Source: an optimization exercise on an open RTL-to-GDS flow (aim: small area, a short achievable clock period and few clock cycles). Production flows keep margins and buffers that such runs may drop. The RTL was checked by simulation tests, not by an equivalence proof against the original design. Power figures rest on the tool's default switching activity, not on a simulated workload.

==> design.v <==
package isa_pkg;
    typedef enum logic [6:0] {
        OP_LOAD  = 7'b0000011,
        OP_STORE = 7'b0100011
    } opcode_e;
    typedef enum logic [2:0] {
        F3_B  = 3'b000,
        F3_H  = 3'b001,
        F3_W  = 3'b010,
        F3_BU = 3'b100,
        F3_HU = 3'b101
    } funct3_e;
endpackage
package lsu_pkg;
    typedef enum logic [1:0] {
        SIZE_B = 2'd0,
        SIZE_H = 2'd1,
        SIZE_W = 2'd2
    } acc_size_e;
    typedef struct packed {
        logic                     is_load;
        logic                     is_signed;
        acc_size_e                size;
        logic [8-1:0] addr;
        logic [3:0]               wmask;
        logic [32-1:0]     wdata;
    } lsu_entry_t;
    typedef enum logic {
        ISSUE_IDLE = 1'b0,
        ISSUE_WAIT = 1'b1
    } issue_state_e;
endpackage
module lsu_top (
    input  logic                 clk_i,
    input  logic                 rst_n_i,
    input  logic                 req_i,
    output logic                 ack_o,
    input  logic [32-1:0] inst_i,
    input  logic [32-1:0] rs1_i,
    input  logic [32-1:0] rs2_i,
    output logic                 wb_valid_o,
    output logic [32-1:0] wb_data_o,
    output logic                 fault_o
);
    localparam int AW    = 8;
    localparam int WORDS = 2 ** (AW - 2);
    logic          ack_q;
    logic          fault_q;
    logic          ld_q;
    logic [7:0]    st_hi_q;
    logic [7:0]    lo_q [4];
    logic [7:0]    hi_q;
    logic [3:0]    offd_q;
    logic [2:0]    f3_q;
    logic [31:0]   wdata_q;
    logic          wb_valid_q;
    logic [31:0]   wb_data_q;
    logic          is_load;
    logic          is_store;
    logic [2:0]    funct3;
    logic [AW-1:0] imm;
    logic          f3_ok;
    logic          aligned;
    logic          legal;
    logic          accept;
    logic [7:0]    lo_sel;
    logic [7:0]    hi_sel;
    assign is_load  = inst_i[6:0] == isa_pkg::OP_LOAD;
    assign is_store = inst_i[6:0] == isa_pkg::OP_STORE;
    assign funct3   = inst_i[14:12];
    assign imm = {inst_i[AW+19:25], inst_i[5] ? inst_i[11:7] : inst_i[24:20]};
    function automatic logic [7:0] onehot_sum(input logic [2:0] x, input logic [2:0] y,
                                              input logic c);
        logic [7:0] dx;
        logic [7:0] dy;
        logic [7:0] r;
        dx = 8'b1 << x;
        dy = 8'b1 << y;
        for (int k = 0; k < 8; k++) begin
            r[k] = 1'b0;
            for (int j = 0; j < 8; j++) begin
                r[k] = r[k] | (dx[j] & dy[(k - j) & 7]);
            end
        end
        onehot_sum = c ? {r[6:0], r[7]} : r;
    endfunction
    logic [AW-1:0] a;
    logic [AW-1:0] b;
    logic [AW-1:0] g;
    logic [AW-1:0] p;
    logic          c2;
    logic          c5;
    assign a  = rs1_i[AW-1:0];
    assign b  = imm;
    assign g  = a & b;
    assign p  = a | b;
    assign c2 = g[1] | (p[1] & g[0]);
    assign c5 = g[4] | (p[4] & g[3]) | (p[4] & p[3] & g[2]) | (p[4] & p[3] & p[2] & g[1])
              | (p[4] & p[3] & p[2] & p[1] & g[0]);
    assign lo_sel = onehot_sum(a[4:2], b[4:2], c2);
    assign hi_sel = onehot_sum(a[AW-1:5], b[AW-1:5], c5);
    logic [3:0] offd;
    logic [3:0] da;
    logic [3:0] db;
    logic [3:0] need;
    always_comb begin
        da = 4'b1 << a[1:0];
        db = 4'b1 << b[1:0];
        for (int l = 0; l < 4; l++) begin
            offd[l] = 1'b0;
            for (int j = 0; j < 4; j++) begin
                offd[l] = offd[l] | (da[j] & db[(l - j) & 3]);
            end
        end
        for (int l = 0; l < 4; l++) begin
            case (funct3[1:0])
                2'b00:   need[l] = offd[l];
                2'b01:   need[l] = offd[l & 2];
                default: need[l] = 1'b1;
            endcase
        end
    end
    always_comb begin
        case (funct3)
            3'b000, 3'b001, 3'b010: f3_ok = 1'b1;
            3'b100, 3'b101:         f3_ok = is_load;
            default:                f3_ok = 1'b0;
        endcase
        case (funct3[1:0])
            2'b01:   aligned = a[0] == b[0];
            2'b10:   aligned = (a[0] == b[0]) && (b[1] == (a[1] ^ a[0]));
            default: aligned = 1'b1;
        endcase
    end
    assign legal  = (is_load || is_store) && f3_ok && aligned;
    assign accept = req_i && !ack_q;
    always_ff @(posedge clk_i) begin
        if (!rst_n_i) begin
            ack_q      <= 1'b0;
            fault_q    <= 1'b0;
            ld_q       <= 1'b0;
            st_hi_q    <= '0;
            wb_valid_q <= 1'b0;
        end else begin
            ack_q      <= req_i;
            fault_q    <= accept && !legal;
            ld_q       <= accept && legal && is_load;
            st_hi_q    <= hi_sel & {8{accept && legal && is_store}};
            wb_valid_q <= ld_q;
        end
    end
    always_ff @(posedge clk_i) begin
        for (int l = 0; l < 4; l++) begin
            lo_q[l] <= lo_sel & {8{need[l]}};
        end
        hi_q    <= hi_sel;
        offd_q  <= offd;
        f3_q    <= funct3;
        wdata_q <= rs2_i;
    end
    logic [31:0] wdata;
    always_comb begin
        case (f3_q[1:0])
            2'b00:   wdata = {4{wdata_q[7:0]}};
            2'b01:   wdata = {2{wdata_q[15:0]}};
            default: wdata = wdata_q;
        endcase
    end
    logic [31:0] mem [WORDS];
    for (genvar w = 0; w < WORDS; w++) begin : g_word
        for (genvar b = 0; b < 4; b++) begin : g_byte
            logic we;
            assign we = st_hi_q[w / 8] & lo_q[b][w % 8];
            always_ff @(posedge clk_i) begin
                if (we) begin
                    mem[w][8*b +: 8] <= wdata[8*b +: 8];
                end
            end
        end
    end
    logic [7:0] grpb [8][4];
    logic [7:0] hs0  [4];
    logic [7:0] hs1  [4];
    logic [7:0] hsw;
    logic [7:0] ss1  [4];
    logic [7:0] ss23 [4];
    logic       is_b;
    logic       is_w;
    logic       sgn;
    logic       off_hi;
    logic [7:0] sg1;
    logic [7:0] sg23;
    logic [31:0] ext;
    assign is_b   = f3_q[1:0] == 2'b00;
    assign is_w   = f3_q[1];
    assign sgn    = ~f3_q[2];
    assign off_hi = offd_q[2] | offd_q[3];
    logic [7:0]  tk;
    logic [3:0]  tl;
    logic [31:0] t0;
    logic [23:0] t1;
    logic [15:0] t2;
    logic [15:0] t3;
    always_comb begin
        for (int h = 0; h < 8; h++) begin
            for (int l = 0; l < 4; l++) begin
                for (int i = 0; i < 8; i++) begin
                    for (int k = 0; k < 8; k++) begin
                        tk[k] = mem[h*8+k][8*l+i] & lo_q[l][k];
                    end
                    grpb[h][l][i] = |tk;
                end
            end
        end
        hsw = hi_q & {8{is_w}};
        for (int l = 0; l < 4; l++) begin
            hs0[l]  = hi_q & {8{offd_q[l]}};
            hs1[l]  = (l == 1) ? hi_q & {8{~off_hi & ~is_b}} :
                      (l == 3) ? hi_q & {8{off_hi & ~is_b}} : 8'h00;
            ss1[l]  = hs0[l] & {8{sgn & is_b}};
            ss23[l] = is_b ? hs0[l] & {8{sgn}} :
                      ((l == 1) ? hi_q & {8{~off_hi & sgn & ~is_w}} :
                       (l == 3) ? hi_q & {8{off_hi & sgn & ~is_w}} : 8'h00);
        end
        for (int h = 0; h < 8; h++) begin
            for (int l = 0; l < 4; l++) begin
                tl[l] = grpb[h][l][7] & ss1[l][h];
            end
            sg1[h] = |tl;
            for (int l = 0; l < 4; l++) begin
                tl[l] = grpb[h][l][7] & ss23[l][h];
            end
            sg23[h] = |tl;
        end
        for (int i = 0; i < 8; i++) begin
            for (int h = 0; h < 8; h++) begin
                for (int l = 0; l < 4; l++) begin
                    t0[h*4+l] = grpb[h][l][i] & hs0[l][h];
                end
                t1[h*3]   = grpb[h][1][i] & hs1[1][h];
                t1[h*3+1] = grpb[h][3][i] & hs1[3][h];
                t1[h*3+2] = sg1[h];
                t2[h*2]   = grpb[h][2][i] & hsw[h];
                t2[h*2+1] = sg23[h];
                t3[h*2]   = grpb[h][3][i] & hsw[h];
                t3[h*2+1] = sg23[h];
            end
            ext[i]      = |t0;
            ext[8 + i]  = |t1;
            ext[16 + i] = |t2;
            ext[24 + i] = |t3;
        end
    end
    always_ff @(posedge clk_i) begin
        wb_data_q <= ext;
    end
    assign ack_o      = ack_q;
    assign fault_o    = fault_q;
    assign wb_valid_o = wb_valid_q;
    assign wb_data_o  = wb_data_q;
endmodule
==> run.sh <==
#!/bin/bash
# synth_recipe.tcl (not shown) runs the flow's synth.tcl, then flattens the netlist and writes it again
# the make line also repeats each setting of config.mk as NAME=value (left out here)
make -C /OpenROAD-flow-scripts/flow DESIGN_CONFIG=/design/flow/config.mk WORK_HOME=/design/flow/orfs CLKGATE_MAP_FILE= SYNTH_SCRIPT=/design/flow/synth_recipe.tcl finish
==> config.mk <==
export PLATFORM = sky130hd
export DESIGN_NAME = lsu_top
export DESIGN_NICKNAME = lsu_top
export VERILOG_FILES = /design/flow/design.v
export SDC_FILE = /design/flow/constraint.sdc
export NUM_CORES = 4
export LEC_CHECK = 0
export ABC_AREA = 1
export CAP_MARGIN = 20
export CORE_MARGIN = 2
export CORE_UTILIZATION = 40
export SETUP_SLACK_MARGIN = 2.6
export SLEW_MARGIN = 20
==> constraint.sdc <==
create_clock -name core_clock -period 5.0 [get_ports {clk_i}]
set_input_delay 1.0000 -clock core_clock [delete_from_list [all_inputs] [get_ports {clk_i}]]
set_output_delay 1.0000 -clock core_clock [all_outputs]
set_load 0.01 [all_outputs]
==> notes.md, run 1 <==
status finished clean; Max-slew headroom 0.232; Hold Path Class reg -> reg; NumNets Final 8399; Detail Placement HPWL 166000 um; post-route antenna net violation count 0; CP max FO 25; Top-Level Pins 134; post-synth top area cell edfxtp_1; count of final setup violators 0; worst path cell trace buf_16, nand2_1, nand2_1, nor2_1, nand2_2, nand2_1, nand2_1, nor2_4, nand2_1, nor2_1, nand2_1; WHS Endpoint wb_valid_q; drt drc 0; Seq/Total Area, Yosys 0.725; Vias/cell 5.12; async set-reset flop share out of synthesis 0; Register-to-Register Path Depth 11; number of synthesized flops with an enable pin 2048; Buf/Inv on CP 1; Fin. Hold Viols 0; Routed WL 259000 um; Port Buffers 100; Starting Density 0.402; placed cell areas 92300 sq um; First-pass DRT Iterations 6; Synth top area share 0.697; CTS tree yes; clock latency on the worst-skew pair 0.85 ns; CTS buffer count 213; clock transition at the registers of the reported paths 0.06 ns; Leakage 39.6 nW; syn avg cell area 10.8 sq um; Final period util 0.478; worst path required time 5.70 ns; Global Route Usage Sum 0.224; family with the most delay on the worst path simple AND/OR/NAND/NOR gates; initial drt markers 6597; antenna violations before repair 4; post-synthesis net count 8247; Die X 474 um; DIE HEIGHT 474 um; drt wl/cell 22.8 um; flops & latches, synth 2171; root buffer cell clkbuf_16; hold path startpoint ld_q; Worst setup SP type flip-flop; vias in the first global route 54500; highest clock rate 0.418 GHz; first-pass GRT wire length 367000 um; Final min period 2.39 ns; htree depth 4; CP peak stage delay 0.45 ns; die area 224000 sq um; Primary FF master, synth edfxtp_1; Crit. End Element flip-flop; area delta synth->final 14.3%; Setup CP Type reg -> reg; slowest cell on the critical path dfxtp_4; # hold bufs at CTS 0; Tightest Pin Transition 1.15 ns; # fillers 19900; largest net degree at the start of global routing 73; CTS sink cnt 2171; total number of vias 58100; setup TNS 0 ns; final instance area 101000 sq um; Synth Instances 8140; num rows 172; Synth area leaders edfxtp_1, nand2_1, dfxtp_1; Routability Congestion 0.971; layout cells sized above 1 0.0956; fin util 0.459; maximum capacitance violations 0; RR Endpoint wb_data_q[4]; maximum clock path buffer count 3; commonest non-fill, non-tap cell in the layout nand2_1; Ys Warns 8; Slew Viols, Final 0; PD cells 417 nW/um^2; Mapped Area 88200 sq um; Hold Crit Depth 2; crit path DAT 3.09 ns; clock skew 0.0280 ns; Core ar. 220000 sq um; total grt overflow 0; Max IR drop VDD 0.264 mV; RSZ-0062 raised after global routing yes; most frequent cells in the layout nand2_1, edfxtp_1, nor2_1; R2R setup slack 2.61 ns; Critical Path Most Common Cell nand2_1; Reg-to-Reg Start lo_q[1][7]; synth unique cells 36
==> layout make-up <==
type,count,area [sq um],area share
Inverter,396,1510,0.0150
Sequential cell,2171,64100,0.636
Clock buffer,279,5760,0.0572
Tap cell,2871,3590,0.0357
Antenna cell,3,7.51,0.0000745
Timing Repair Buffer,256,2810,0.0279
Clock inverter,120,1000,0.00996
Multi-Input combinational cell,5254,21900,0.218
==> Yosys cell counts (all sizes together) (5+ instances only) <==
cell	n
dfxtp	123
or2	10
ha	8
nor3	18
buf	265
o211ai	5
nand3	252
inv	379
nor2	586
clkinv	17
and3	31
clkbuf	60
nand2	3988
nand4	166
a21oi	71
edfxtp	2048
o21ai	108
==> power breakdown <==
group	switching, W	total (W)	internal, W
Combinational	0.00430	0.00580	0.00149
Clock	0.00680	0.0156	0.00878
Sequential	0.000424	0.0206	0.0202
==> timing repair <==
item / 4_1_cts / 5_1_grt
gates cloned: 9 / 3
gates resized for setup: 339 / 113
buffers inserted: 15 / 27
endpoints found under the hold margin: 0 / 0
pin swaps: 14 / 16
endpoints found under the setup margin: 1251 / 419
==> routing by layer <==
layer / vias up / share of wire / global-route usage
met1: 28200 / 0.42 / 0.307
met4: 0 / 0.049 / 0.102
met5: - / 0 / 0
met2: 2203 / 0.46 / 0.356
li1: 27200 / - / -
met3: 479 / 0.070 / 0.0296
==> worst min-delay path: stages, from the launching register on <==
cell     delay [ns]
dfxtp_1        0.30
nand2_1        0.06
inv_1          0.03
==> registers in the layout, indices dropped and copies added, names as in the netlist, 3 cells and up <==
name,cells
wb_data_q,32
st_hi_q,8
lo_q,32
offd_q,4
f3_q,3
hi_q,8
wdata_q,32
mem,2048
==> metrics by stage <==
step	std cells	power (W)	hold slack [ns]	worst slack [ns]
detailed placement	10900	0.0263	0.423	1.15
global placement	10900	0.0262	0.423	1.17
finish	11400	0.0420	0.415	2.61
CTS	11300	0.0419	0.424	2.55
floorplan	8140	0.0236	0.390	1.90
global route	11300	0.0432	0.442	2.58
==> logic make-up (layout without fill, tap and decap cells) <==
group	after synthesis	in the layout	synth area share
fa+ha+maj	8	8	0.00114
compound gates	187	191	0.0110
simple gates	5053	5055	0.227
buf+inv	721	1051	0.0350
other cells	0	3	0
flops	2171	2171	0.725
==> worst max path at each step <==
stage	startpoint	end	slack (ns)	depth (start not counted)
final	lo_q[1][7]	wb_data_q[4]	2.61	11
after global routing	wb_data_q[25]	wb_data_o[25]	2.58	1
after CTS	wb_data_q[25]	wb_data_o[25]	2.55	1
after detailed placement	inst_i[12]	st_hi_q[6]	1.15	7
after global placement	inst_i[12]	st_hi_q[6]	1.17	7
after floorplan	f3_q[1]	mem[0][10]	1.90	7
Testbench counts, summed over its fixed seeds: cycles 32,000.
==> inputs of run 2 (changes only) <==
--- a/config.mk
+++ b/config.mk
@@ -9,5 +9,5 @@
 export CAP_MARGIN = 20
 export CORE_MARGIN = 2
 export CORE_UTILIZATION = 40
-export SETUP_SLACK_MARGIN = 2.6
+export SETUP_SLACK_MARGIN = 2.9
 export SLEW_MARGIN = 20
==> run 2 against run 1 <==
Effect of this change: largest power group unchanged; cell count increased by 1.8%; routed wire length increased by 9.2%; critical endpoint is now wb_data_o[25]; non-clock buffer count increased by 185.
==> notes.md, run 2 <==
num rows 172 (unchanged); Setup CP Type reg -> out (was reg -> reg); Vias/cell 5.24 (was 5.12); Leakage 41.9 nW (was 39.6 nW); first-pass GRT wire length 397000 um (was 367000 um); Fin Hold WS 0.481 ns (was 0.415 ns); highest clock rate 0.413 GHz (was 0.418 GHz); clock skew 0.0438 ns (was 0.0280 ns); Die X 474 um (unchanged); drt wl/cell 24.5 um (was 22.8 um); max reg flops 2048 (unchanged); number of synthesized flops with an enable pin 2048 (unchanged); largest family of logic cells by synthesized area simple AND/OR/NAND/NOR gates (unchanged); Largest Register mem (unchanged); Fin. Hold Viols 0 (unchanged); drt drc 0 (unchanged); Primary FF master, synth edfxtp_1 (unchanged); DIE HEIGHT 474 um (unchanged); status finished clean (unchanged); Final Non-Filler Cells 11600 (was 11400); # fillers 19300 (was 19900); Synth Instances 8140 (unchanged); area delta synth->final 20.4% (was 14.3%); fin util 0.484 (was 0.459); Global Route Usage Sum 0.246 (was 0.224); maximum capacitance violations 0 (unchanged); most frequent cells in the layout nand2_1, edfxtp_1, nor2_1 (unchanged); maximum clock path buffer count 3 (unchanged); syn avg cell area 10.8 sq um (unchanged); First-pass DRT Iterations 6 (unchanged); Ys Warns 8 (unchanged); Synth Area in Simple Gates 0.227 (unchanged); CTS tree yes (unchanged); initial drt markers 7385 (was 6597); htree depth 4 (unchanged); Top-Level Pins 134 (unchanged); # hold bufs at CTS 0 (unchanged); post-route antenna net violation count 0 (unchanged); Synth Area in Compound Gates 0.0110 (unchanged); top cells by count, synth nand2_1, edfxtp_1, nor2_1 (unchanged); Routed WL 283000 um (was 259000 um); clock latency on the worst-skew pair 0.89 ns (was 0.85 ns); Synth Area in XOR/XNOR 0 (unchanged); grt met3 use 0.0454 (was 0.0296); commonest non-fill, non-tap cell in the layout nand2_1 (unchanged); Final period util 0.484 (was 0.478); Synth top area share 0.697 (unchanged); async set-reset flop share out of synthesis 0 (unchanged); root buffer cell clkbuf_16 (unchanged); post-synthesis mux area share 0 (unchanged); total number of vias 60600 (was 58100); Tightest Pin Transition 1.19 ns (was 1.15 ns); vias in the first global route 56300 (was 54500); Port Buffers 100 (unchanged); layout cells sized above 1 0.166 (was 0.0956); Core ar. 220000 sq um (unchanged); post-synthesis net count 8247 (unchanged); antenna violations before repair 8 (was 4); Starting Density 0.402 (unchanged); setup TNS 0 ns (unchanged); die area 224000 sq um (unchanged); clock transition at the registers of the reported paths 0.06 ns (about the same); crit path DAT 1.42 ns (was 3.09 ns); Hold Path Class reg -> reg (unchanged); worst path required time 4.00 ns (was 5.70 ns); slowest cell on the critical path dfxtp_4 (unchanged); synth unique cells 36 (unchanged); top-count cell post-synth nand2_1 (unchanged); Worst setup SP type flip-flop (unchanged); final instance area 106000 sq um (was 101000 sq um); Crit. End Element output pin (was flip-flop); Slew Viols, Final 0 (unchanged); PD cells 416 nW/um^2 (was 417 nW/um^2); total grt overflow 0 (unchanged); CP max FO 1 (was 25); GRT busiest layer met2 (unchanged); count of final setup violators 0 (unchanged); Synth area leaders edfxtp_1, nand2_1, dfxtp_1 (unchanged); CTS buffer count 213 (unchanged); largest net degree at the start of global routing 73 (unchanged); met2 Usage GRT 0.382 (was 0.356); Buf/Inv on CP 1 (unchanged); family with the most delay on the worst path flip-flops (was simple AND/OR/NAND/NOR gates); CTS sink cnt 2171 (unchanged); worst path cell trace buf_6 (was buf_16, nand2_1, nand2_1, nor2_1, nand2_2, nand2_1, nand2_1, nor2_4, nand2_1, nor2_1, nand2_1); placed cell areas 92500 sq um (was 92300 sq um); met1 Track Usage GR 0.341 (was 0.307); post-synth top area cell edfxtp_1 (unchanged); Max-slew headroom 0.204 (was 0.232); Mapped Area 88200 sq um (unchanged); Max IR drop VDD 0.359 mV (was 0.264 mV); CP peak stage delay 0.41 ns (was 0.45 ns); post-synthesis adder-cell area fraction 0.00114 (unchanged); Routability Congestion 0.982 (was 0.971); NumNets Final 8596 (was 8399); flops & latches, synth 2171 (unchanged); Detail Placement HPWL 168000 um (was 166000 um); placed cells 10900 (about the same); RSZ-0062 raised after global routing yes (unchanged); Seq/Total Area, Yosys 0.725 (unchanged); Final min period 2.42 ns (was 2.39 ns)
==> run 2: cell counts after synthesis <==
Identical to the previous run, type by type.
==> run 2: final timing paths <==
check                 from            end  slack, ns  depth (start not counted)
min                   ld_q     wb_valid_q       0.48                          2
max          wb_data_q[25]  wb_data_o[25]       2.58                          1
min reg2reg           ld_q     wb_valid_q       0.48                          2
max reg2reg     lo_q[3][3]   wb_data_q[3]       2.72                         14
==> run 2: through the flow <==
| step | setup WS, ns | power, W |
|---|---|---|
| CTS | 2.54 | 0.0437 |
| floorplan | 1.98 | 0.0236 |
| global route | 2.56 | 0.0454 |
| global placement | 1.49 | 0.0263 |
| finish | 2.58 | 0.0442 |
| detailed placement | 1.47 | 0.0263 |
==> run 2: per-layer routing <==
layer | share of wire | wire [um]
met1 | 0.41 | 115000
met2 | 0.46 | 129000
met3 | 0.094 | 26500
met4 | 0.044 | 12500
met5 | 0 | 0
==> run 2: power by group <==
group	total, W	leakage, nW	switching, W	internal (W)
clock network	0.0163	3.50	0.00696	0.00936
registers	0.0206	19.6	0.000440	0.0202
logic	0.00728	18.8	0.00505	0.00223
==> run 2: area by class of cell <==
cell class | count | area, sq um | share of cell area
sequential | 2171 | 64200 | 0.605
clock buffer | 286 | 5950 | 0.0560
timing repair buffer | 441 | 5400 | 0.0509
antenna | 4 | 10.0 | 0.0000943
tap | 2871 | 3590 | 0.0338
inverter | 396 | 1560 | 0.0147
multi-input combinational | 5265 | 24200 | 0.228
timing repair inverter | 1 | 20.0 | 0.000189
clock inverter | 117 | 1240 | 0.0116
==> run 2: worst min-delay path, cell delays in order, from the launching register on <==
cell,delay (ns)
dfxtp_1,0.30
nand2_1,0.08
inv_1,0.06
==> run 2: what timing repair did <==
action | CTS | global route
pin swaps | 126 | 152
gates cloned | 29 | 9
gates resized for setup | 816 | 367
setup buffers | 156 | 62
setup endpoints to repair | 1646 | 392
==> run 2: logic make-up after synthesis <==
group,after synthesis
AO/OA/AOI/OAI,187
adder cells (fa/ha/maj),8
flip-flops,2171
AND/OR/NAND/NOR,5053
buffers and inverters,721
==> inputs of run 3 (changes only) <==
--- a/config.mk
+++ b/config.mk
@@ -9,5 +9,7 @@
 export CAP_MARGIN = 20
 export CORE_MARGIN = 2
 export CORE_UTILIZATION = 40
-export SETUP_SLACK_MARGIN = 2.9
+export CTS_CLUSTER_DIAMETER = 100
+export CTS_CLUSTER_SIZE = 30
+export SETUP_SLACK_MARGIN = 2.6
 export SLEW_MARGIN = 20
==> run 3 against run 2 <==
Effect of this change: still clean on timing, DRC and antenna; critical path depth is 11 higher; flip-flop and latch count stayed put; sequential share of layout area is 5.8 points higher; highest routed layer unchanged.
==> notes.md, run 3 <==
status finished clean (unchanged); Reg-to-Reg Start lo_q[2][1] (was lo_q[3][3]); post-route antenna net violation count 0 (unchanged); area delta synth->final 9.67% (was 20.4%); RSZ-0062 raised after global routing yes (unchanged); Detail Placement HPWL 166000 um (was 168000 um); Die X 474 um (unchanged); Slew Viols, Final 0 (unchanged); crit path from lo_q[2][1] (was wb_data_q[25]); Tightest Pin Transition 1.17 ns (was 1.19 ns); Top-Level Pins 134 (unchanged); Port Buffers 100 (unchanged); die area 224000 sq um (unchanged); GRT busiest layer met2 (unchanged); htree depth 3 (was 4); Synth area leaders edfxtp_1, nand2_1, dfxtp_1 (unchanged); slowest cell on the critical path dfxtp_4 (unchanged); Crit. End Element flip-flop (was output pin); largest net degree at the start of global routing 73 (unchanged); Vias/cell 5.16 (was 5.24); Max IR drop VDD 0.270 mV (was 0.359 mV); initial drt markers 6659 (was 7385); Hold Path Class reg -> reg (unchanged); Core ar. 220000 sq um (unchanged); flops & latches, synth 2171 (unchanged); setup TNS 0 ns (unchanged); highest clock rate 0.404 GHz (was 0.413 GHz); Seq/Total Area, Yosys 0.725 (unchanged); first-pass GRT wire length 365000 um (was 397000 um); total grt overflow 0 (unchanged); root buffer cell clkbuf_16 (unchanged); synth unique cells 36 (unchanged); clock skew 0.0556 ns (was 0.0438 ns); async set-reset flop share out of synthesis 0 (unchanged); grt met3 use 0.0240 (was 0.0454); worst path cell trace buf_6, buf_4, nand2_1, nand2_1, nor2_1, nand3_1, nand2_1, nand2_1, nor2_1, nand2_1, nor2_2, nand2_2 (was buf_6); max reg flops 2048 (unchanged); Critical Path Most Common Cell nand2_1; top cells by count, synth nand2_1, edfxtp_1, nor2_1 (unchanged); worst setup margin 2.52 ns (was 2.58 ns); Final Non-Filler Cells 11100 (was 11600); post-synthesis net count 8247 (unchanged); post-synth top area cell edfxtp_1 (unchanged); met2 Usage GRT 0.356 (was 0.382); Fin. Hold Viols 0 (unchanged); crit path DAT 3.05 ns (was 1.42 ns); hold path startpoint ld_q (unchanged); Worst setup SP type flip-flop (unchanged); placed cells 10900 (about the same); Routability Congestion 0.971 (was 0.982); met1 Track Usage GR 0.310 (was 0.341); First-pass DRT Iterations 6 (unchanged); num rows 172 (unchanged); number of synthesized flops with an enable pin 2048 (unchanged); Primary FF master, synth edfxtp_1 (unchanged); Synth top area share 0.697 (unchanged); Final period util 0.495 (was 0.484); Placement Setup Slack 1.15 ns (was 1.47 ns); total number of vias 57400 (was 60600); Largest Register mem (unchanged); CP peak stage delay 0.39 ns (was 0.41 ns); Routed WL 258000 um (was 283000 um); top-count cell post-synth nand2_1 (unchanged); Setup CP Type reg -> reg (was reg -> out); clock latency on the worst-skew pair 0.77 ns (was 0.89 ns); most frequent cells in the layout nand2_1, edfxtp_1, nor2_1 (unchanged); Starting Density 0.402 (unchanged); # fillers 20400 (was 19300); maximum capacitance violations 0 (unchanged); worst path required time 5.57 ns (was 4.00 ns); clock transition at the registers of the reported paths 0.11 ns (was 0.06 ns); layout cells sized above 1 0.0739 (was 0.166); CTS buffer count 85 (was 213); NumNets Final 8286 (was 8596); Ys Warns 8 (unchanged); Final min period 2.48 ns (was 2.42 ns); drt drc 0 (unchanged); drt wl/cell 23.2 um (was 24.5 um); Synth Instances 8140 (unchanged); antenna violations before repair 5 (was 8); commonest non-fill, non-tap cell in the layout nand2_1 (unchanged); Max-slew headroom 0.217 (was 0.204); fin util 0.441 (was 0.484); Leakage 37.6 nW (was 41.9 nW); vias in the first global route 53300 (was 56300); Mapped Area 88200 sq um (unchanged); DIE HEIGHT 474 um (unchanged); CTS tree yes (unchanged); CP max FO 32 (was 1); CTS sink cnt 2171 (unchanged); PD cells 365 nW/um^2 (was 416 nW/um^2); count of final setup violators 0 (unchanged); Global Route Usage Sum 0.223 (was 0.246); maximum clock path buffer count 3 (unchanged); syn avg cell area 10.8 sq um (unchanged)
run 3: cells by family (layout without fill, tap and decap cells):
kind of cell               count (synthesis)  after routing  synth area share
buffers and inverters                    721            821            0.0350
AOI/OAI and AO/OA                        187            191            0.0110
DFF                                     2171           2171             0.725
adders and majority gates                  8              8           0.00114
other                                      0              2                 0
and+or+nand+nor                         5053           5055             0.227
run 3: area by class of cell:
cell class / count / area [sq um] / share of cell area
Sequential cell: 2171 / 64100 / 0.663
Multi-Input combinational cell: 5254 / 22000 / 0.227
Tap cell: 2871 / 3590 / 0.0371
Timing Repair Buffer: 271 / 2890 / 0.0299
Clock buffer: 141 / 2390 / 0.0248
Inverter: 396 / 1510 / 0.0156
Clock inverter: 13 / 193 / 0.00199
Antenna cell: 2 / 5.00 / 0.0000518
run 3: layer usage:
layer,wire [um],part of all wire,up-vias
li1,-,-,26800
met1,109000,0.42,28200
met5,0,0,-
met3,16700,0.065,376
met4,11600,0.045,0
met2,120000,0.47,2006
run 3: report_power, final:
part | internal (W) | switching (W) | leakage, nW
combinational | 0.00152 | 0.00436 | 16.8
sequential | 0.0201 | 0.000387 | 19.6
clock | 0.00341 | 0.00545 | 1.23
total | 0.0251 | 0.0102 | 37.6
run 3: timing repair:
action,4_1_cts,5_1_grt
endpoints found under the setup margin,1290,275
resized for setup,289,103
cloned,6,0
hold buffers,0,0
pin swaps,12,13
buffers inserted,32,31
run 3: final timing paths:
path | to | slack, ns | depth (start not counted)
max reg2reg | wb_data_q[6] | 2.52 | 12
max | wb_data_q[6] | 2.52 | 12
min | wb_valid_q | 0.41 | 2
min reg2reg | wb_valid_q | 0.41 | 2
run 3: worst max-delay path: cells and delay by family (launching register included):
family,cells,cell delay [ns]
flip-flops,1,0.39
buffers and inverters,2,0.42
AND/OR/NAND/NOR,10,1.47
run 3: stage by stage:
step / cell area (sq um) / hold WS, ns / total power, W
6_report: 96700 / 0.407 / 0.0353
5_1_grt: 96700 / 0.421 / 0.0364
4_1_cts: 95900 / 0.417 / 0.0352
3_5_place_dp: 92300 / 0.423 / 0.0263
3_3_place_gp: 92300 / 0.423 / 0.0262
2_1_floorplan: 88200 / 0.390 / 0.0236
==> inputs of run 4 (changes only) <==
--- a/config.mk
+++ b/config.mk
@@ -10,6 +10,6 @@
 export CORE_MARGIN = 2
 export CORE_UTILIZATION = 40
 export CTS_CLUSTER_DIAMETER = 100
-export CTS_CLUSTER_SIZE = 30
+export CTS_CLUSTER_SIZE = 25
 export SETUP_SLACK_MARGIN = 2.6
 export SLEW_MARGIN = 20
==> run 4 against run 3 <==
Effect of this change: still clean; flip-flop and latch count did not move; first-iteration DRC count shrank 4.7%; cell count rose by 0.17%; combinational power is essentially flat; power is 1.5% higher; area after synthesis stayed put; clock power grew 6.4%.
==> notes.md, run 4 <==
Final period util 0.476 (was 0.495); Max IR drop VDD 0.280 mV (was 0.270 mV); Routability Congestion 0.971 (unchanged); CTS sink cnt 2171 (unchanged); maximum clock path buffer count 3 (unchanged); Primary FF master, synth edfxtp_1 (unchanged); family with the most delay on the worst path simple AND/OR/NAND/NOR gates (unchanged); post-synth top area cell edfxtp_1 (unchanged); clock transition at the registers of the reported paths 0.10 ns (was 0.11 ns); Leakage 37.7 nW (was 37.6 nW); RSZ-0062 raised after global routing no (was yes); top cells by count, synth nand2_1, edfxtp_1, nor2_1 (unchanged); first-pass GRT wire length 363000 um (was 365000 um); async set-reset flop share out of synthesis 0 (unchanged); # hold bufs at CTS 0 (unchanged); Buf/Inv on CP 1 (was 2); Fin. Hold Viols 0 (unchanged); setup TNS 0 ns (unchanged); synth unique cells 36 (unchanged); most frequent cells in the layout nand2_1, edfxtp_1, nor2_1 (unchanged); count of final setup violators 0 (unchanged); Seq/Total Area, Yosys 0.725 (unchanged); vias in the first global route 53300 (about the same); Synth Instances 8140 (unchanged); Multi-input gate area 22000 sq um (about the same); Tot Pwr 0.0358 W (was 0.0353 W); Tightest Pin Transition 1.14 ns (was 1.17 ns); clock skew 0.0413 ns (was 0.0556 ns); number of synthesized flops with an enable pin 2048 (unchanged); post-route antenna net violation count 0 (unchanged); NumNets Final 8287 (was 8286); register area 64100 sq um (about the same); Detail Placement HPWL 166000 um (unchanged); Top-Level Pins 134 (unchanged); slowest cell on the critical path dfxtp_4 (unchanged); largest net degree at the start of global routing 73 (unchanged); max reg flops 2048 (unchanged); Setup CP Type reg -> reg (unchanged); DIE HEIGHT 474 um (unchanged); CP max FO 33 (was 32); crit path DAT 3.00 ns (was 3.05 ns); Synth area leaders edfxtp_1, nand2_1, dfxtp_1 (unchanged); Crit. End Element flip-flop (unchanged); flops & latches, synth 2171 (unchanged); Vias/cell 5.15 (was 5.16); Max-slew headroom 0.242 (was 0.217); antenna violations before repair 3 (was 5); CTS tree yes (unchanged); placed cells 10900 (unchanged); Die X 474 um (unchanged); clock latency on the worst-skew pair 0.80 ns (was 0.77 ns); area delta synth->final 9.93% (was 9.67%); drt drc 0 (unchanged); Final Non-Filler Cells 11100 (about the same); drt wl/cell 23.0 um (was 23.2 um); CP peak stage delay 0.49 ns (was 0.39 ns); Hold Path Class reg -> reg (unchanged); Synth Area in XOR/XNOR 0 (unchanged); Synth Area in Compound Gates 0.0110 (unchanged); worst path cell trace buf_6, nand2_1, nand4_1, or2_2, nand2_1, nand2_1, nor2_2, nand2_1, nor2_1, nand2_2 (was buf_6, buf_4, nand2_1, nand2_1, nor2_1, nand3_1, nand2_1, nand2_1, nor2_1, nand2_1, nor2_2, nand2_2); Mapped Area 88200 sq um (unchanged); total number of vias 57400 (about the same); Routed WL 256000 um (was 258000 um); Worst setup SP type flip-flop (unchanged); worst path required time 5.62 ns (was 5.57 ns); status finished clean (unchanged); highest clock rate 0.420 GHz (was 0.404 GHz); syn avg cell area 10.8 sq um (unchanged); CTS buffer count 98 (was 85); die area 224000 sq um (unchanged); Core ar. 220000 sq um (unchanged); largest family of logic cells by synthesized area simple AND/OR/NAND/NOR gates (unchanged); PD cells 369 nW/um^2 (was 365 nW/um^2); Global Route Usage Sum 0.221 (was 0.223); Largest Register mem (unchanged); Starting Density 0.402 (unchanged); Final min period 2.38 ns (was 2.48 ns); First-pass DRT Iterations 7 (was 6); layout cells sized above 1 0.0745 (was 0.0739); commonest non-fill, non-tap cell in the layout nand2_1 (unchanged); Port Buffers 100 (unchanged); Critical Path Most Common Cell nand2_1 (unchanged); root buffer cell clkbuf_16 (unchanged); Fin Hold WS 0.404 ns (was 0.407 ns); Synth top area share 0.697 (unchanged); placed cell areas 92300 sq um (unchanged); initial drt markers 6343 (was 6659); final instance area 96900 sq um (was 96700 sq um); htree depth 3 (unchanged); Slew Viols, Final 0 (unchanged); # fillers 20300 (was 20400); Ys Warns 8 (unchanged); post-synthesis adder-cell area fraction 0.00114 (unchanged); maximum capacitance violations 0 (unchanged); total grt overflow 0 (unchanged); Synth Area in Simple Gates 0.227 (unchanged); num rows 172 (unchanged); post-synthesis mux area share 0 (unchanged); post-synthesis net count 8247 (unchanged); top-count cell post-synth nand2_1 (unchanged)
## run 4: final timing paths
path | from | to | slack, ns | cells past startpoint
max | lo_q[2][5] | wb_data_q[6] | 2.62 | 10
min | ld_q | wb_valid_q | 0.40 | 2
max reg2reg | lo_q[2][5] | wb_data_q[6] | 2.62 | 10
min reg2reg | ld_q | wb_valid_q | 0.40 | 2
## run 4: metrics by stage
step | setup WS, ns | utilization
5_1_grt | 2.60 | 0.442
3_3_place_gp | 1.17 | 0.420
3_5_place_dp | 1.15 | 0.420
4_1_cts | 2.54 | 0.438
6_report | 2.62 | 0.442
2_1_floorplan | 1.90 | -
## run 4: area by class of cell
type / instances / area share
tap: 2871 / 0.0371
timing repair buffer: 259 / 0.0288
multi-input combinational: 5254 / 0.227
antenna: 4 / 0.000103
clock buffer: 169 / 0.0282
clock inverter: 14 / 0.00210
sequential: 2171 / 0.662
inverter: 396 / 0.0156
## run 4: logic make-up after synthesis
group                    Yosys count
flip-flops                      2171
AND/OR/NAND/NOR                 5053
adder cells (fa/ha/maj)            8
buffers and inverters            721
AO/OA/AOI/OAI                    187
## run 4: timing repair
item,in CTS,in global routing
hold endpoints to repair,0,0
setup buffers,24,27
gates resized for setup,304,115
pin swaps,15,14
gates cloned,5,1
setup endpoints to repair,1268,450
## run 4: where the power goes
group / switching (W) / leakage (nW) / total, W / internal [W]
sequential: 0.000381 / 19.6 / 0.0205 / 0.0201
combinational: 0.00434 / 16.8 / 0.00585 / 0.00151
clock: 0.00557 / 1.40 / 0.00942 / 0.00384
total: 0.0103 / 37.7 / 0.0358 / 0.0255
## run 4: worst min-delay path, cell delays in order (launching register included)
cell     delay (ns)
dfxtp_1        0.31
nand2_1        0.06
inv_1          0.03
## run 4: per-layer routing
metal	global-route usage	up-vias	routed length [um]
met1	0.307	28100	109000
met5	0	-	0
met4	0.0942	0	11500
met3	0.0250	392	16900
li1	-	26900	-
met2	0.353	2028	119000
==> inputs of run 5 (changes only) <==
--- a/config.mk
+++ b/config.mk
@@ -11,5 +11,5 @@
 export CORE_UTILIZATION = 40
 export CTS_CLUSTER_DIAMETER = 100
 export CTS_CLUSTER_SIZE = 25
-export SETUP_SLACK_MARGIN = 2.6
+export SETUP_SLACK_MARGIN = 2.5
 export SLEW_MARGIN = 20
==> run 5 against run 4 <==
Effect of this change: highest routed layer is now met5; still clean; power down 0.14%; register-to-register slack worse by 0.11 ns; hold slack got worse by 0.018 ns; via count shrank 0.56%; area after synthesis unchanged; synthesized cell count did not move; die area did not move; setup slack worse by 0.11 ns.
==> notes.md, run 5 <==
status finished clean (unchanged); First-pass DRT Iterations 6 (was 7); flops & latches, synth 2171 (unchanged); Placement Setup Slack 1.37 ns (was 1.15 ns); Max-slew headroom 0.268 (was 0.242); Starting Density 0.402 (unchanged); Port Buffers 100 (unchanged); layout cells sized above 1 0.0617 (was 0.0745); WHS Endpoint wb_valid_q (unchanged); maximum capacitance violations 0 (unchanged); crit path from offd_q[3] (was lo_q[2][5]); CTS sink cnt 2171 (unchanged); Worst setup SP type flip-flop (unchanged); drt wl/cell 22.5 um (was 23.0 um); async set-reset flop share out of synthesis 0 (unchanged); Tightest Pin Transition 1.10 ns (was 1.14 ns); PD cells 370 nW/um^2 (was 369 nW/um^2); htree depth 3 (unchanged); Seq/Total Area, Yosys 0.725 (unchanged); drt drc 0 (unchanged); vias in the first global route 53500 (was 53300); Final period util 0.498 (was 0.476); Leakage 37.5 nW (was 37.7 nW); Setup CP Type reg -> reg (unchanged); CP max FO 10 (was 33); number of synthesized flops with an enable pin 2048 (unchanged); Synth area leaders edfxtp_1, nand2_1, dfxtp_1 (unchanged); worst path required time 5.64 ns (was 5.62 ns); Mapped Area 88200 sq um (unchanged); total number of vias 57000 (was 57400); Detail Placement HPWL 166000 um (about the same); total grt overflow 0 (unchanged); setup TNS 0 ns (unchanged); Global Route Usage Sum 0.218 (was 0.221); Ys Warns 8 (unchanged); Hold Path Class reg -> reg (unchanged); crit path DAT 3.13 ns (was 3.00 ns); area delta synth->final 9.40% (was 9.93%); maximum clock path buffer count 3 (unchanged); syn avg cell area 10.8 sq um (unchanged); clock skew 0.0551 ns (was 0.0413 ns); Synth Instances 8140 (unchanged); top cells by count, synth nand2_1, edfxtp_1, nor2_1 (unchanged); hold path startpoint ld_q (unchanged); Slew Viols, Final 0 (unchanged); Max IR drop VDD 0.345 mV (was 0.280 mV); Primary FF master, synth edfxtp_1 (unchanged); antenna violations before repair 7 (was 3); CTS buffer count 101 (was 98); Die X 474 um (unchanged); Synth top area share 0.697 (unchanged); synth unique cells 36 (unchanged); CTS tree yes (unchanged); Hold Crit Depth 2 (unchanged); NumNets Final 8269 (was 8287); most frequent cells in the layout nand2_1, edfxtp_1, nor2_1 (unchanged); R2R setup slack 2.51 ns (was 2.62 ns); count of final setup violators 0 (unchanged); Routed WL 251000 um (was 256000 um); first-pass GRT wire length 361000 um (was 363000 um); commonest non-fill, non-tap cell in the layout nand2_1 (unchanged); RR Endpoint wb_data_q[14] (was wb_data_q[6]); Register-to-Register Path Depth 9 (was 10); Core ar. 220000 sq um (unchanged); post-synthesis net count 8247 (unchanged); Top-Level Pins 134 (unchanged); post-synth top area cell edfxtp_1 (unchanged); highest clock rate 0.402 GHz (was 0.420 GHz); initial drt markers 6318 (was 6343); root buffer cell clkbuf_16 (unchanged); clock transition at the registers of the reported paths 0.10 ns (about the same); worst setup margin 2.51 ns (was 2.62 ns); largest net degree at the start of global routing 73 (unchanged); Final min period 2.49 ns (was 2.38 ns); die area 224000 sq um (unchanged); clock latency on the worst-skew pair 0.81 ns (was 0.80 ns); RSZ-0062 raised after global routing yes (was no); Largest Register mem (unchanged); Fin. Hold Viols 0 (unchanged); top-count cell post-synth nand2_1 (unchanged); max reg flops 2048 (unchanged); post-route antenna net violation count 0 (unchanged); Vias/cell 5.13 (was 5.15); # hold bufs at CTS 0 (unchanged); Routability Congestion 0.964 (was 0.971); num rows 172 (unchanged); DIE HEIGHT 474 um (unchanged); Crit. End Element flip-flop (unchanged); Reg-to-Reg Start offd_q[3] (was lo_q[2][5])
==> run 5: worst max-delay path by stage <==
stage,endpoint,slack (ns)
2_1_floorplan,mem[0][10],1.90
3_3_place_gp,lo_q[1][3],1.37
3_5_place_dp,lo_q[1][1],1.37
4_1_cts,wb_data_o[17],2.50
5_1_grt,wb_data_q[28],2.48
6_report,wb_data_q[14],2.51
==> run 5: final cells by class <==
cell class              count  area, sq um
clock buffers             168         2810
repair buffers            243         2530
flip-flops and latches   2171        64100
inverters                 396         1500
diodes                      3         7.51
multi-input cells        5249        21600
well taps                2871         3590
fillers                 20300       123000
clock inverters            16          259
==> run 5: per-layer routing <==
metal,vias up,part of all wire,track usage
met5,-,0.000088,0
met4,4,0.046,0.0901
met3,416,0.069,0.0266
met2,2104,0.46,0.345
met1,27700,0.43,0.305
li1,26800,-,-
==> run 5: logic make-up after synthesis <==
kind of cell / synth area share
buf+inv: 0.0350
simple gates: 0.227
fa+ha+maj: 0.00114
compound gates: 0.0110
flops: 0.725
==> run 5: critical path, stage by stage (launching register included) <==
cell	delay (ns)
dfxtp_1	0.72
nor2_1	0.26
nand2_2	0.29
nor2_1	0.20
nand2_1	0.13
nand2_1	0.06
nor2_1	0.19
nand2_1	0.10
nor2_1	0.21
nand3_2	0.17
==> run 5: power breakdown <==
group / internal [W] / total, W / switching [W]
clock: 0.00397 / 0.00959 / 0.00562
combinational: 0.00140 / 0.00551 / 0.00411
sequential: 0.0201 / 0.0206 / 0.000486
==> run 5: what timing repair did <==
action / 4_1_cts / 5_1_grt
pin swaps: 8 / 3
buffers inserted: 11 / 16
cloned: 1 / 0
resized for setup: 159 / 74
setup endpoints to repair: 840 / 309
==> run 5: metrics by stage <==
stage                util  hold WS [ns]  area [sq um]  total power, W  cells
floorplan               -         0.390         88200          0.0236   8140
global placement    0.421         0.401         92400          0.0262  10900
detailed placement  0.421         0.401         92500          0.0263  10900
CTS                 0.437         0.386         96000          0.0357  11100
global route        0.439         0.411         96500          0.0369  11100
finish              0.439         0.386         96500          0.0357  11100
==> inputs of run 6 (changes only) <==
--- a/config.mk
+++ b/config.mk
@@ -8,8 +8,8 @@
 export ABC_AREA = 1
 export CAP_MARGIN = 20
 export CORE_MARGIN = 2
-export CORE_UTILIZATION = 40
+export CORE_UTILIZATION = 55
 export CTS_CLUSTER_DIAMETER = 100
 export CTS_CLUSTER_SIZE = 25
-export SETUP_SLACK_MARGIN = 2.5
+export SETUP_SLACK_MARGIN = 2.6
 export SLEW_MARGIN = 20
==> run 6 against run 5 <==
Effect of this change: still clean on timing, DRC and antenna; largest cell class unchanged; clock skew is 0.012 ns lower; die area shrank 27%; count of clock-buffer cells in the layout fell by 3.
==> notes.md, run 6 <==
status finished clean (unchanged); Synth area leaders edfxtp_1, nand2_1, dfxtp_1 (unchanged); Hold Path Class reg -> reg (unchanged); clock transition at the registers of the reported paths 0.10 ns (about the same); Routed WL 255000 um (was 251000 um); clock latency on the worst-skew pair 0.78 ns (was 0.81 ns); Final period util 0.492 (was 0.498); Slew Viols, Final 0 (unchanged); GRT busiest layer met2 (unchanged); Fin. Hold Viols 0 (unchanged); layout cells sized above 1 0.0697 (was 0.0617); htree depth 3 (unchanged); worst path cell trace inv_1, nand2_8, clkinv_8, nand2_1, o211ai_1, buf_12 (was nor2_1, nand2_2, nor2_1, nand2_1, nand2_1, nor2_1, nand2_1, nor2_1, nand3_2); total number of vias 57400 (was 57000); maximum capacitance violations 0 (unchanged); Synth top area share 0.697 (unchanged); Placement Setup Slack 1.56 ns (was 1.37 ns); clock skew 0.0436 ns (was 0.0551 ns); async set-reset flop share out of synthesis 0 (unchanged); CTS tree yes (unchanged); # fillers 12900 (was 20300); Buf/Inv on CP 3 (was 0); register area 64100 sq um (about the same); Primary FF master, synth edfxtp_1 (unchanged); num rows 146 (was 172); Die X 404 um (was 474 um); Register-to-Register Path Depth 6 (was 9); Multi-input gate area 21800 sq um (was 21600 sq um); Port Buffers 100 (unchanged); max reg flops 2048 (unchanged); WHS Endpoint wb_valid_q (unchanged); maximum clock path buffer count 3 (unchanged); number of synthesized flops with an enable pin 2048 (unchanged); worst setup margin 2.54 ns (was 2.51 ns); Reg-to-Reg Start f3_q[0] (was offd_q[3]); Routability Congestion 0.995 (was 0.964); # hold bufs at CTS 0 (unchanged); first-pass GRT wire length 363000 um (was 361000 um); Worst setup SP type flip-flop (unchanged); Synth Instances 8140 (unchanged); RSZ-0062 raised after global routing yes (unchanged); post-synthesis net count 8247 (unchanged); Tot Pwr 0.0356 W (was 0.0357 W); Ys Warns 8 (unchanged); total grt overflow 0 (unchanged); hold path startpoint ld_q (unchanged); Max-slew headroom 0.215 (was 0.268); CTS sink cnt 2171 (unchanged); worst path required time 5.43 ns (was 5.64 ns); R2R setup slack 2.54 ns (was 2.51 ns); Detail Placement HPWL 162000 um (was 166000 um); Top-Level Pins 134 (unchanged); Crit. End Element flip-flop (unchanged); post-route antenna net violation count 0 (unchanged); top-count cell post-synth nand2_1 (unchanged); family with the most delay on the worst path buffers and inverters (was simple AND/OR/NAND/NOR gates); flops & latches, synth 2171 (unchanged); Setup CP Type reg -> reg (unchanged); initial drt markers 7266 (was 6318); met1 Track Usage GR 0.457 (was 0.305); most frequent cells in the layout nand2_1, edfxtp_1, nor2_1 (unchanged); slowest cell on the critical path dfxtp_1 (unchanged); area delta synth->final 8.35% (was 9.40%); commonest non-fill, non-tap cell in the layout nand2_1 (unchanged); grt met3 use 0.0449 (was 0.0266); setup TNS 0 ns (unchanged); drt wl/cell 24.7 um (was 22.5 um); CP peak stage delay 0.47 ns (was 0.72 ns); Vias/cell 5.57 (was 5.13); antenna violations before repair 9 (was 7); Largest Register mem (unchanged); top cells by count, synth nand2_1, edfxtp_1, nor2_1 (unchanged); Hold Crit Depth 2 (unchanged); crit path DAT 2.88 ns (was 3.13 ns); Fin Hold WS 0.431 ns (was 0.386 ns); Core ar. 159000 sq um (was 220000 sq um); fin util 0.602 (was 0.439); First-pass DRT Iterations 6 (unchanged); CP max FO 64 (was 10); count of final setup violators 0 (unchanged); Seq/Total Area, Yosys 0.725 (unchanged); root buffer cell clkbuf_16 (unchanged); post-synth top area cell edfxtp_1 (unchanged); Global Route Usage Sum 0.308 (was 0.218); met2 Usage GRT 0.472 (was 0.345); CTS buffer count 98 (was 101); NumNets Final 8268 (was 8269); vias in the first global route 53100 (was 53500); Final min period 2.46 ns (was 2.49 ns); Starting Density 0.555 (was 0.402); highest clock rate 0.407 GHz (was 0.402 GHz); largest net degree at the start of global routing 73 (unchanged); drt drc 0 (unchanged); RR Endpoint mem[31][27] (was wb_data_q[14]); Mapped Area 88200 sq um (unchanged); Leakage 37.6 nW (was 37.5 nW); synth unique cells 36 (unchanged); PD cells 373 nW/um^2 (was 370 nW/um^2); DIE HEIGHT 404 um (was 474 um); syn avg cell area 10.8 sq um (unchanged); Max IR drop VDD 0.413 mV (was 0.345 mV); Tightest Pin Transition 1.18 ns (was 1.10 ns); die area 164000 sq um (was 224000 sq um)
==> run 6: metal layers <==
metal / routed length (um) / part of all wire / up-vias
met5: 0 / 0 / -
met4: 9610 / 0.038 / 0
met3: 21400 / 0.084 / 373
met2: 115000 / 0.45 / 2271
met1: 109000 / 0.43 / 28000
li1: - / - / 26800
==> run 6: final cells by class <==
cell class,count,area share
Inverter,396,0.0158
Multi-Input combinational cell,5256,0.229
Clock buffer,165,0.0287
Tap cell,2072,0.0271
Sequential cell,2171,0.671
Antenna cell,4,0.000105
Clock inverter,9,0.00199
Timing Repair Buffer,238,0.0263
==> run 6: worst min-delay path, delay by kind of cell (launching register included) <==
family | cells | cell delay [ns]
simple gates | 1 | 0.05
buf+inv | 1 | 0.03
flops | 1 | 0.31
==> run 6: how the worst max path moves through the flow <==
stage / start / endpoint / slack [ns] / cells past startpoint
final: f3_q[0] / mem[31][27] / 2.54 / 6
after global routing: rs1_i[4] / lo_q[3][3] / 2.59 / 9
after CTS: f3_q[0] / mem[28][27] / 2.39 / 6
after detailed placement: inst_i[5] / lo_q[3][3] / 1.56 / 11
after global placement: inst_i[5] / lo_q[3][2] / 1.52 / 11
after floorplan: f3_q[1] / mem[0][10] / 1.90 / 7
==> run 6: what timing repair did <==
item                       in CTS  in global routing
buffers inserted               23                 15
setup endpoints to repair    1203                754
resized for setup             289                101
cloned                          8                  0
pin swaps                      14                  9
==> run 6: power breakdown <==
group          internal, W  leakage, nW  total, W  switching, W
clock network      0.00385         1.39   0.00939       0.00554
logic              0.00142         16.6   0.00569       0.00427
registers           0.0201         19.6    0.0206      0.000414
total               0.0254         37.6    0.0356        0.0102
==> run 6: cells by family after synthesis <==
family	after synthesis	synth area share
flops	2171	0.725
buf+inv	721	0.0350
compound gates	187	0.0110
fa+ha+maj	8	0.00114
simple gates	5053	0.227
==> run 6: per-stage QoR <==
stage	cell area (sq um)	cells
after global placement	91200	10100
after global routing	95500	10300
after floorplan	88200	8140
after CTS	95100	10300
after detailed placement	91200	10100
final	95500	10300
==> inputs of run 7 (changes only) <==
--- a/config.mk
+++ b/config.mk
@@ -8,8 +8,9 @@
 export ABC_AREA = 1
 export CAP_MARGIN = 20
 export CORE_MARGIN = 2
-export CORE_UTILIZATION = 55
+export CORE_UTILIZATION = 40
 export CTS_CLUSTER_DIAMETER = 100
 export CTS_CLUSTER_SIZE = 25
 export SETUP_SLACK_MARGIN = 2.6
 export SLEW_MARGIN = 20
+export TNS_END_PERCENT = 10
==> run 7 against run 6 <==
Effect of this change: combinational power is essentially flat; critical path type is now reg -> out; clock skew grew 0.0056 ns; synthesized cell count unchanged; flip-flop and latch count unchanged; power is 0.40% higher; clock power grew 1%; still clean on timing, DRC and antenna; sequential power about the same; area after synthesis is the same; hold slack worse by 0.049 ns.
==> notes.md, run 7 <==
Port Buffers 100 (unchanged); Mapped Area 88200 sq um (unchanged); Synth Instances 8140 (unchanged); post-synthesis net count 8247 (unchanged); status finished clean (unchanged); commonest non-fill, non-tap cell in the layout nand2_1 (unchanged); final instance area 96700 sq um (was 95500 sq um); worst path required time 4.00 ns (was 5.43 ns); Buf/Inv on CP 1 (was 3); async set-reset flop share out of synthesis 0 (unchanged); Largest Register mem (unchanged); Ys Warns 8 (unchanged); drt drc 0 (unchanged); initial drt markers 6252 (was 7266); setup TNS 0 ns (unchanged); Synth area leaders edfxtp_1, nand2_1, dfxtp_1 (unchanged); drt wl/cell 23.0 um (was 24.7 um); worst path cell trace dlygate4sd2_1 (was inv_1, nand2_8, clkinv_8, nand2_1, o211ai_1, buf_12); Setup CP Type reg -> out (was reg -> reg); CTS buffer count 98 (unchanged); Hold Path Class reg -> reg (unchanged); largest net degree at the start of global routing 73 (unchanged); crit path DAT 1.50 ns (was 2.88 ns); post-route antenna net violation count 0 (unchanged); top cells by count, synth nand2_1, edfxtp_1, nor2_1 (unchanged); RSZ-0062 raised after global routing yes (unchanged); Max IR drop VDD 0.301 mV (was 0.413 mV); Starting Density 0.402 (was 0.555); Worst setup SP type flip-flop (unchanged); Die X 474 um (was 404 um); clock skew 0.0492 ns (was 0.0436 ns); Routability Congestion 0.977 (was 0.995); highest clock rate 0.400 GHz (was 0.407 GHz); Tightest Pin Transition 1.09 ns (was 1.18 ns); Routed WL 256000 um (was 255000 um); antenna violations before repair 12 (was 9); root buffer cell clkbuf_16 (unchanged); die area 224000 sq um (was 164000 sq um); most frequent cells in the layout nand2_1, edfxtp_1, nor2_1 (unchanged); family with the most delay on the worst path flip-flops (was buffers and inverters); CP max FO 1 (was 64); CP peak stage delay 0.43 ns (was 0.47 ns); fin util 0.440 (was 0.602); placed cell areas 92300 sq um (was 91200 sq um); slowest cell on the critical path dfxtp_2 (was dfxtp_1); Final period util 0.500 (was 0.492); Final min period 2.50 ns (was 2.46 ns); NumNets Final 8294 (was 8268); Top-Level Pins 134 (unchanged); htree depth 3 (unchanged); DIE HEIGHT 474 um (was 404 um); Fin. Hold Viols 0 (unchanged); Seq/Total Area, Yosys 0.725 (unchanged); Fin Hold WS 0.382 ns (was 0.431 ns); number of synthesized flops with an enable pin 2048 (unchanged); Detail Placement HPWL 165000 um (was 162000 um); Vias/cell 5.13 (was 5.57); num rows 172 (was 146); count of final setup violators 0 (unchanged); clock latency on the worst-skew pair 0.80 ns (was 0.78 ns); Leakage 37.7 nW (was 37.6 nW); area delta synth->final 9.66% (was 8.35%); first-pass GRT wire length 361000 um (was 363000 um); Core ar. 220000 sq um (was 159000 sq um); Max-slew headroom 0.273 (was 0.215); total grt overflow 0 (unchanged); clock transition at the registers of the reported paths 0.09 ns (was 0.10 ns); Slew Viols, Final 0 (unchanged); layout cells sized above 1 0.0650 (was 0.0697); syn avg cell area 10.8 sq um (unchanged); Global Route Usage Sum 0.219 (was 0.308); top-count cell post-synth nand2_1 (unchanged); post-synth top area cell edfxtp_1 (unchanged); Synth top area share 0.697 (unchanged); flops & latches, synth 2171 (unchanged); max reg flops 2048 (unchanged); maximum capacitance violations 0 (unchanged); maximum clock path buffer count 3 (unchanged); Crit. End Element output pin (was flip-flop); total number of vias 57200 (was 57400); vias in the first global route 53100 (about the same); PD cells 370 nW/um^2 (was 373 nW/um^2); Primary FF master, synth edfxtp_1 (unchanged); synth unique cells 36 (unchanged); First-pass DRT Iterations 6 (unchanged); CTS sink cnt 2171 (unchanged); CTS tree yes (unchanged)
## run 7: path summary, 6_finish.rpt
path | start | endpoint | slack, ns | depth (start not counted)
worst max-delay path | wb_data_q[30] | wb_data_o[30] | 2.50 | 1
worst min-delay path | ld_q | wb_valid_q | 0.38 | 2
worst min register to register | ld_q | wb_valid_q | 0.38 | 2
worst max register to register | wdata_q[1] | mem[57][17] | 2.54 | 3
## run 7: cell type report
cell class / instances / area, sq um
inverters: 396 / 1500
diodes: 4 / 10.0
clock inverters: 11 / 149
fillers: 20300 / 123000
flip-flops and latches: 2171 / 64100
well taps: 2871 / 3590
repair buffers: 270 / 2870
clock buffers: 175 / 2810
multi-input cells: 5250 / 21600
## run 7: layer usage
metal  up-vias  wire [um]  GRT usage
li1      26900          -          -
met4         0      12500     0.0978
met3       387      20700     0.0282
met5         -          0          0
met2      2232     116000      0.341
met1     27600     107000      0.307
## run 7: kinds of logic (layout without fill, tap and decap cells)
| family | count (synthesis) | after routing | synth area share |
|---|---|---|---|
| compound gates | 187 | 189 | 0.0110 |
| fa+ha+maj | 8 | 8 | 0.00114 |
| buf+inv | 721 | 852 | 0.0350 |
| flops | 2171 | 2171 | 0.725 |
| other cells | 0 | 4 | 0 |
| simple gates | 5053 | 5053 | 0.227 |
## run 7: metrics by stage
step / instances / setup slack, ns / power, W
2_1_floorplan: 8140 / 1.90 / 0.0236
3_3_place_gp: 10900 / 1.04 / 0.0262
3_5_place_dp: 10900 / 1.02 / 0.0263
4_1_cts: 11100 / 2.40 / 0.0356
5_1_grt: 11100 / 2.45 / 0.0369
6_report: 11100 / 2.50 / 0.0358
## run 7: timing repair
| action | 4_1_cts | 5_1_grt |
|---|---|---|
| resized for setup | 124 | 126 |
| setup endpoints to repair | 1251 | 986 |
| gates cloned | 1 | 3 |
| hold buffers | 0 | 0 |
| setup buffers | 7 | 48 |
| pin swaps | 5 | 6 |
## run 7: worst reg2reg max path: stages (launching register included)
cell and delay, ns:
dfxtp_2 0.55, buf_4 0.65, nand2_1 0.27, nand2_4 0.62
## run 7: power by group
group	switching [W]	total, W	internal (W)
clock	0.00557	0.00948	0.00391
sequential	0.000450	0.0206	0.0201
combinational	0.00423	0.00570	0.00147
==> inputs of run 8 (changes only) <==
--- a/design.v
+++ b/design.v
@@ -180,8 +180,6 @@
     end
     logic [7:0] grpb [8][4];
     logic [7:0] hs0  [4];
-    logic [7:0] hs1  [4];
-    logic [7:0] hsw;
     logic [7:0] ss1  [4];
     logic [7:0] ss23 [4];
     logic       is_b;
@@ -197,10 +195,11 @@
     assign off_hi = offd_q[2] | offd_q[3];
     logic [7:0]  tk;
     logic [3:0]  tl;
-    logic [31:0] t0;
-    logic [23:0] t1;
-    logic [15:0] t2;
-    logic [15:0] t3;
+    logic [3:0]  t0;
+    logic [7:0]  th;
+    logic [7:0]  lw [4];
+    logic        fill1;
+    logic        fill23;
     always_comb begin
         for (int h = 0; h < 8; h++) begin
             for (int l = 0; l < 4; l++) begin
@@ -212,11 +211,8 @@
                 end
             end
         end
-        hsw = hi_q & {8{is_w}};
         for (int l = 0; l < 4; l++) begin
             hs0[l]  = hi_q & {8{offd_q[l]}};
-            hs1[l]  = (l == 1) ? hi_q & {8{~off_hi & ~is_b}} :
-                      (l == 3) ? hi_q & {8{off_hi & ~is_b}} : 8'h00;
             ss1[l]  = hs0[l] & {8{sgn & is_b}};
             ss23[l] = is_b ? hs0[l] & {8{sgn}} :
                       ((l == 1) ? hi_q & {8{~off_hi & sgn & ~is_w}} :
@@ -232,23 +228,24 @@
             end
             sg23[h] = |tl;
         end
+        for (int l = 0; l < 4; l++) begin
+            for (int i = 0; i < 8; i++) begin
+                for (int h = 0; h < 8; h++) begin
+                    th[h] = grpb[h][l][i] & hi_q[h];
+                end
+                lw[l][i] = |th;
+            end
+        end
+        fill1  = |sg1;
+        fill23 = |sg23;
         for (int i = 0; i < 8; i++) begin
-            for (int h = 0; h < 8; h++) begin
-                for (int l = 0; l < 4; l++) begin
-                    t0[h*4+l] = grpb[h][l][i] & hs0[l][h];
-                end
-                t1[h*3]   = grpb[h][1][i] & hs1[1][h];
-                t1[h*3+1] = grpb[h][3][i] & hs1[3][h];
-                t1[h*3+2] = sg1[h];
-                t2[h*2]   = grpb[h][2][i] & hsw[h];
-                t2[h*2+1] = sg23[h];
-                t3[h*2]   = grpb[h][3][i] & hsw[h];
-                t3[h*2+1] = sg23[h];
+            for (int l = 0; l < 4; l++) begin
+                t0[l] = lw[l][i] & offd_q[l];
             end
             ext[i]      = |t0;
-            ext[8 + i]  = |t1;
-            ext[16 + i] = |t2;
-            ext[24 + i] = |t3;
+            ext[8 + i]  = (lw[1][i] & ~off_hi & ~is_b) | (lw[3][i] & off_hi & ~is_b) | fill1;
+            ext[16 + i] = (lw[2][i] & is_w) | fill23;
+            ext[24 + i] = (lw[3][i] & is_w) | fill23;
         end
     end
     always_ff @(posedge clk_i) begin
--- a/config.mk
+++ b/config.mk
@@ -13,4 +13,3 @@
 export CTS_CLUSTER_SIZE = 25
 export SETUP_SLACK_MARGIN = 2.6
 export SLEW_MARGIN = 20
-export TNS_END_PERCENT = 10
==> run 8 against run 7 <==
Effect of this change: count of clock-buffer cells in the layout increased by 1; design area decreased by 1.1%; largest cell class unchanged; clock skew rose by 0.0024 ns; still clean; cell count down 0.30%; combinational power down 9.5%; sequential share of layout area increased by 0.82 points; power is essentially flat; hold slack gained 0.051 ns.
==> notes.md, run 8 <==
antenna violations before repair 9 (was 12); largest family of logic cells by synthesized area simple AND/OR/NAND/NOR gates (unchanged); Die X 472 um (was 474 um); Port Buffers 100 (unchanged); First-pass DRT Iterations 5 (was 6); DIE HEIGHT 472 um (was 474 um); Core ar. 217000 sq um (was 220000 sq um); Max IR drop VDD 0.281 mV (was 0.301 mV); die area 223000 sq um (was 224000 sq um); Detail Placement HPWL 144000 um (was 165000 um); Worst setup SP type flip-flop (unchanged); post-route antenna net violation count 0 (unchanged); layout cells sized above 1 0.0599 (was 0.0650); # fillers 20100 (was 20300); Synth Area in Compound Gates 0.00591 (was 0.0110); Synth top area share 0.703 (was 0.697); Routability Congestion 0.882 (was 0.977); status finished clean (unchanged); root buffer cell clkbuf_16 (unchanged); top cells by count, synth nand2_1, edfxtp_1, nor2_1 (unchanged); Setup CP Type reg -> reg (was reg -> out); PD cells 374 nW/um^2 (was 370 nW/um^2); Primary FF master, synth edfxtp_1 (unchanged); Synth Area in Simple Gates 0.228 (was 0.227); maximum capacitance violations 0 (unchanged); num rows 171 (was 172); post-synthesis mux area share 0 (unchanged); Final period util 0.484 (was 0.500); Reg-to-Reg Start lo_q[1][0] (was wdata_q[1]); Vias/cell 4.94 (was 5.13); Leakage 38.6 nW (was 37.7 nW); initial drt markers 5505 (was 6252); Fin. Hold Viols 0 (unchanged); syn avg cell area 10.7 sq um (was 10.8 sq um); setup TNS 0 ns (unchanged); Mapped Area 87500 sq um (was 88200 sq um); CP max FO 40 (was 1); register area 64200 sq um (was 64100 sq um); max reg flops 2048 (unchanged); largest net degree at the start of global routing 73 (unchanged); Routed met2 length 112000 um (was 116000 um); htree depth 3 (unchanged); CTS buffer count 102 (was 98); Largest Register mem (unchanged); post-synthesis net count 8281 (was 8247); number of synthesized flops with an enable pin 2048 (unchanged); count of final setup violators 0 (unchanged); async set-reset flop share out of synthesis 0 (unchanged); Seq pwr share 0.580 (was 0.576); WL met3 13700 um (was 20700 um); Global Route Usage Sum 0.205 (was 0.219); top-count cell post-synth nand2_1 (unchanged); drt drc 0 (unchanged); first-pass GRT wire length 340000 um (was 361000 um); synth unique cells 33 (was 36); Max-slew headroom 0.223 (was 0.273); WL met1 99200 um (was 107000 um); Ys Warns 8 (unchanged); NumNets Final 8280 (was 8294); flops & latches, synth 2171 (unchanged); Int Power 0.0257 W (was 0.0255 W); Top-Level Pins 134 (unchanged); highest routing layer actually used met4 (unchanged); clock skew 0.0516 ns (was 0.0492 ns); Clock Power Share 0.276 (was 0.265); post-synth top area cell edfxtp_1 (unchanged); RSZ-0062 raised after global routing no (was yes); clock latency on the worst-skew pair 0.79 ns (was 0.80 ns); Hold Path Class reg -> reg (unchanged); Tot Pwr 0.0358 W (about the same); Switching Fraction 0.281 (was 0.286)
==> run 8: power by group through the flow <==
stage | Clock [W] | Combinational [W] | Sequential [W]
2_1_floorplan | 0 | 0.00297 | 0.0207
3_3_place_gp | 0 | 0.00491 | 0.0212
3_5_place_dp | 0 | 0.00494 | 0.0212
4_1_cts | 0.0101 | 0.00502 | 0.0208
5_1_grt | 0.0106 | 0.00563 | 0.0208
6_report | 0.00986 | 0.00516 | 0.0208
==> run 8: cell families (layout without fill, tap and decap cells) <==
| family | Yosys count | after routing |
|---|---|---|
| adders and majority gates | 8 | 8 |
| other | 0 | 1 |
| buffers and inverters | 689 | 772 |
| DFF | 2171 | 2171 |
| and+or+nand+nor | 5216 | 5217 |
| AOI/OAI and AO/OA | 90 | 92 |
==> run 8: area by class of cell <==
type                    count  area share
repair buffers            231      0.0246
repair inverters            1   0.0000785
clock inverters            15     0.00263
multi-input cells        5317       0.219
inverters                 349      0.0139
well taps                2854      0.0374
diodes                      1   0.0000262
clock buffers             176      0.0304
flip-flops and latches   2171       0.672
==> run 8: through the flow <==
step | cells | cell area, sq um | setup slack (ns) | utilization | hold slack (ns)
floorplan | 8174 | 87600 | 2.01 | - | 0.390
global placement | 10900 | 91500 | 1.46 | 0.421 | 0.413
detailed placement | 10900 | 91500 | 1.45 | 0.421 | 0.425
CTS | 11100 | 95100 | 2.60 | 0.438 | 0.442
global route | 11100 | 95600 | 2.60 | 0.440 | 0.461
finish | 11100 | 95600 | 2.58 | 0.440 | 0.433
==> run 8: path summary, 6_finish.rpt <==
path              cells past startpoint           end  slack (ns)
setup / recovery                     11  wb_data_q[7]        2.58
hold / removal                        2    wb_valid_q        0.43
setup reg to reg                     11  wb_data_q[7]        2.58
hold reg to reg                       2    wb_valid_q        0.43
==> run 8: routing by layer <==
metal / GRT usage / vias up
li1: - / 26400
met3: 0.0216 / 319
met1: 0.277 / 26500
met2: 0.341 / 1690
met5: 0 / -
met4: 0.0804 / 0
==> run 8: critical path: stages (launching register included) <==
cell and delay (ns):
dfxtp_4 0.48, buf_8 0.24, nand2_1 0.09, nand2_1 0.06, nor2_1 0.20, nand2_2 0.18
nand2_1 0.09, nand2_1 0.06, nor2_1 0.14, nand2_1 0.08, nand2_1 0.14, nand4_1 0.35
==> run 8: repair_timing <==
| action | 4_1_cts | 5_1_grt |
|---|---|---|
| cloned | 3 | 2 |
| buffers inserted | 12 | 16 |
| setup endpoints to repair | 1562 | 136 |
| gates resized for setup | 269 | 61 |
| hold buffers | 0 | 0 |
| hold endpoints to repair | 0 | 0 |
| pin swaps | 7 | 6 |
Testbench counts of run 8, summed over its fixed seeds: cycles 32,000.

Check on run 8: ideal ports give 2.582 ns setup slack; a clkbuf_16 on the clock port and buf_2 on the inputs give 2.575 ns; moving port delays by the midpoint clock arrival (0.853 ns) as well gives 1.837 ns.
